This is an optimization exercise on Yosys and OpenROAD, whose aim is small area, not a production implementation. Only simulation tests tie the RTL to the original design; equivalence was not proved. Power and IR drop assume default switching activity.

==> exp/cedar <==
Design isa_cov_monitor, start of the top module:
module isa_cov_monitor (
    input  logic                  i_clk,
    input  logic                  i_rst_n,
    input  logic                  i_commit_valid,
    input  logic [31:0]           i_commit_insn,
    input  logic                  i_awvalid,
    input  logic [AXI_ADDR_W-1:0] i_awaddr,
    output logic                  o_awready,
    input  logic                  i_wvalid,
    input  logic [AXI_DATA_W-1:0] i_wdata,
    input  logic [3:0]            i_wstrb,
    output logic                  o_wready,
    output logic                  o_bvalid,
    output logic [1:0]            o_bresp,
    input  logic                  i_bready,
    input  logic                  i_arvalid,
    input  logic [AXI_ADDR_W-1:0] i_araddr,
    output logic                  o_arready,
    output logic                  o_rvalid,
    output logic [AXI_DATA_W-1:0] o_rdata,
    output logic [1:0]            o_rresp,
    input  logic                  i_rready
);
==> module rd_tail, before the edit <==
module rd_tail (
    input  logic [5:0] i_n,
    input  logic       i_cls1,
    input  logic       i_cls0,
    input  logic       i_tsel,
    input  logic       i_tot,
    input  logic       i_hold,
    input  logic       i_q,
    output logic       o_d
);
    logic a;  
    assign a   = &i_n;
    assign o_d = (a ? i_cls1 : i_cls0) | (i_tsel & i_tot) | (i_hold & i_q);
endmodule
clock: 5.0 ns
lec_check: 0
cap_margin: 20
core_margin: 2
core_utilization: 40
place_density: 0.5
setup_slack_margin: 0.2
slew_margin: 20
synth_hierarchical: 1
standard.sh (not shown) runs the stock make flow with config.mk's settings and CLKGATE_MAP_FILE= SYNTH_SCRIPT=/design/flow/synth_recipe.tcl, a recipe that flattens the netlist after the stock synthesis.
==> flow/flow/run.sh <==
#!/bin/bash
# The standard ORFS layout (standard.sh), with two changes:
# - abc's assumed output load is set to a realistic value, so that the
#   hierarchical synthesis does not upsize every small leaf module's cells;
# - the port buffers are the smallest buffer, not a 10 um2 delay buffer.
# Every tool's output goes to the ORFS logs under orfs/logs; make's own
# output goes to run_standard.log.
set -euo pipefail
bash standard.sh ABC_LOAD_IN_FF=0.01 \
    "BUFFER_PORTS_ARGS=-buffer_cell sky130_fd_sc_hd__buf_1" \
    finish > run_standard.log 2>&1
==> inputs of exp/ember, as changes to exp/cedar <==
--- a/flow/design.v
+++ b/flow/design.v
@@ -370,4 +370,45 @@
     logic a;  
-    assign a   = &i_n;
-    assign o_d = (a ? i_cls1 : i_cls0) | (i_tsel & i_tot) | (i_hold & i_q);
+    logic m;
+    rd_and6 u_and (
+        .i_n (i_n),
+        .o_a (a)
+    );
+    rd_mux u_mux (
+        .i_s  (a),
+        .i_d1 (i_cls1),
+        .i_d0 (i_cls0),
+        .o_m  (m)
+    );
+    rd_or u_or (
+        .i_m    (m),
+        .i_tsel (i_tsel),
+        .i_tot  (i_tot),
+        .i_hold (i_hold),
+        .i_q    (i_q),
+        .o_d    (o_d)
+    );
+endmodule
+module rd_and6 (
+    input  logic [5:0] i_n,
+    output logic       o_a
+);
+    assign o_a = &i_n;
+endmodule
+module rd_mux (
+    input  logic i_s,
+    input  logic i_d1,
+    input  logic i_d0,
+    output logic o_m
+);
+    assign o_m = i_s ? i_d1 : i_d0;
+endmodule
+module rd_or (
+    input  logic i_m,
+    input  logic i_tsel,
+    input  logic i_tot,
+    input  logic i_hold,
+    input  logic i_q,
+    output logic o_d
+);
+    assign o_d = i_m | (i_tsel & i_tot) | (i_hold & i_q);
 endmodule
--- a/flow/config.mk
+++ b/flow/config.mk
@@ -10,4 +10,7 @@
 export CORE_UTILIZATION = 40
+export CTS_BUF_LIST = sky130_fd_sc_hd__clkbuf_16
+export CTS_CLUSTER_DIAMETER = 60
+export CTS_CLUSTER_SIZE = 20
 export PLACE_DENSITY = 0.5
-export SETUP_SLACK_MARGIN = 0.2
+export SETUP_SLACK_MARGIN = 0.1
 export SLEW_MARGIN = 20
==> inputs of exp/amber, as changes to exp/cedar <==
--- a/flow/design.v
+++ b/flow/design.v
@@ -370,4 +370,45 @@
     logic a;  
-    assign a   = &i_n;
-    assign o_d = (a ? i_cls1 : i_cls0) | (i_tsel & i_tot) | (i_hold & i_q);
+    logic m;
+    rd_and6 u_and (
+        .i_n (i_n),
+        .o_a (a)
+    );
+    rd_mux u_mux (
+        .i_s  (a),
+        .i_d1 (i_cls1),
+        .i_d0 (i_cls0),
+        .o_m  (m)
+    );
+    rd_or u_or (
+        .i_m    (m),
+        .i_tsel (i_tsel),
+        .i_tot  (i_tot),
+        .i_hold (i_hold),
+        .i_q    (i_q),
+        .o_d    (o_d)
+    );
+endmodule
+module rd_and6 (
+    input  logic [5:0] i_n,
+    output logic       o_a
+);
+    assign o_a = &i_n;
+endmodule
+module rd_mux (
+    input  logic i_s,
+    input  logic i_d1,
+    input  logic i_d0,
+    output logic o_m
+);
+    assign o_m = i_s ? i_d1 : i_d0;
+endmodule
+module rd_or (
+    input  logic i_m,
+    input  logic i_tsel,
+    input  logic i_tot,
+    input  logic i_hold,
+    input  logic i_q,
+    output logic o_d
+);
+    assign o_d = i_m | (i_tsel & i_tot) | (i_hold & i_q);
 endmodule
--- a/flow/config.mk
+++ b/flow/config.mk
@@ -10,4 +10,7 @@
 export CORE_UTILIZATION = 40
+export CTS_BUF_LIST = sky130_fd_sc_hd__clkbuf_16
+export CTS_CLUSTER_DIAMETER = 80
+export CTS_CLUSTER_SIZE = 25
 export PLACE_DENSITY = 0.5
-export SETUP_SLACK_MARGIN = 0.2
+export SETUP_SLACK_MARGIN = 0.1
 export SLEW_MARGIN = 20
==> summary of the runs <==
Between exp/ember and exp/cedar, the lower clock power is in exp/ember (gap about 18%, measured against exp/cedar). Final cell count, highest first: exp/cedar, exp/ember, exp/amber. In exp/cedar the global-route usage is lower than in exp/ember, by 0.74 points. In exp/amber the setup slack is worse than in exp/cedar, by 130 ps. Worst hold slack, highest first: exp/amber, exp/cedar, exp/ember. Of exp/amber and exp/cedar, exp/amber has the higher combinational power (gap about 9%, measured against exp/cedar). The highest routed wire length belongs to exp/ember, the lowest to exp/cedar. Sequential share of layout area: exp/ember is lower than exp/amber (0.60 points). Between exp/cedar and exp/ember, the lower design area is in exp/ember (gap about 1.6%, measured against exp/ember).
==> figures <==
|  | exp/amber | exp/cedar | exp/ember |
|---|---|---|---|
| Power in sequential cells | 6020 uW | 6030 uW | 6020 uW |
| Post CTS Setup Buffer Count | 3 | 2 | 5 |
| Multi-Input Combinational | 1,642 | 1,707 | 1,642 |
| Cell variety after synth | 76 | 75 | 76 |
| Power Total | 12,700 uW | 14,200 uW | 13,500 uW |
| Syn_area_per_cell | 12.6 um^2 | 12.3 um^2 | 12.6 um^2 |
| Wire length of the first global-routing pass | 201,000 um | 200,000 um | 202,000 um |
| Reg-to-reg critical path endpoint | hit_counter_bank_i.g_cnt[12].q[2]$_DFF_PN0_ | hit_counter_bank_i.g_cnt[0].q[31]$_DFF_PN0_ | hit_counter_bank_i.g_cnt[9].q[2]$_DFF_PN0_ |
| Result of the run | timing/DRC/antenna clean | timing/DRC/antenna clean | timing/DRC/antenna clean |
| Worst setup endpoint | hit_counter_bank_i.g_cnt[12].q[2]$_DFF_PN0_ | hit_counter_bank_i.g_cnt[0].q[31]$_DFF_PN0_ | hit_counter_bank_i.g_cnt[9].q[2]$_DFF_PN0_ |
| Critical path's largest stage delay | 970 ps | 600 ps | 730 ps |
| Final-layout non-clock buffer area share | 0.0755 | 0.0698 | 0.0741 |
| Share of final-layout standard cells stronger than drive strength 1 | 0.166 | 0.176 | 0.173 |
| Highest routing layer actually used | met4 | met5 | met4 |
| Depth of the CTS H-tree | 2 | 3 | 2 |
| Reg2reg path depth | 13 | 13 | 15 |
| Largest voltage drop on the vdd net | 253 uV | 253 uV | 261 uV |
| Initial antenna violation count | 1 | 4 | 1 |
| Plain + repair buffers | 354 | 361 | 353 |
| Multiplexer fraction of the synthesized cell area | 0.0153 | 0.00295 | 0.0153 |

-- port drivers added, routing unchanged --
The results above use ideal ports. As a check the final layouts listed here were re-extracted and re-timed, cells and wires unchanged. Step 1 sets driving cells, clkbuf_16 on the clock port and buf_2 on the other inputs (assumed; they add their load-dependent delay and slew). Step 2 times the ports against the registers' clock, not the clock port: input delays grow and output delays shrink by t, the midpoint of the rising clock arrivals with the driver on. Three values: ideal, step 1, step 2; two values: the first two.
run | t, ns | slack for setup (ns) | worst register clock-pin slew, ns | worst slew at a driven data input, ns
exp/cedar | 0.680 | 0.293 / 0.293 / 0.290 | 0.07 / 0.07 | 0.04
exp/ember | 0.705 | 0.122 / 0.122 / 0.122 | 0.09 / 0.09 | 0.05
exp/amber | 0.673 | 0.163 / 0.163 / 0.163 | 0.11 / 0.11 | 0.05
After both steps every run listed still meets setup and hold. For exp/cedar, which loses most, drivers alone change the setup slack by 0.000 ns; drivers and shift together by -0.003 ns.
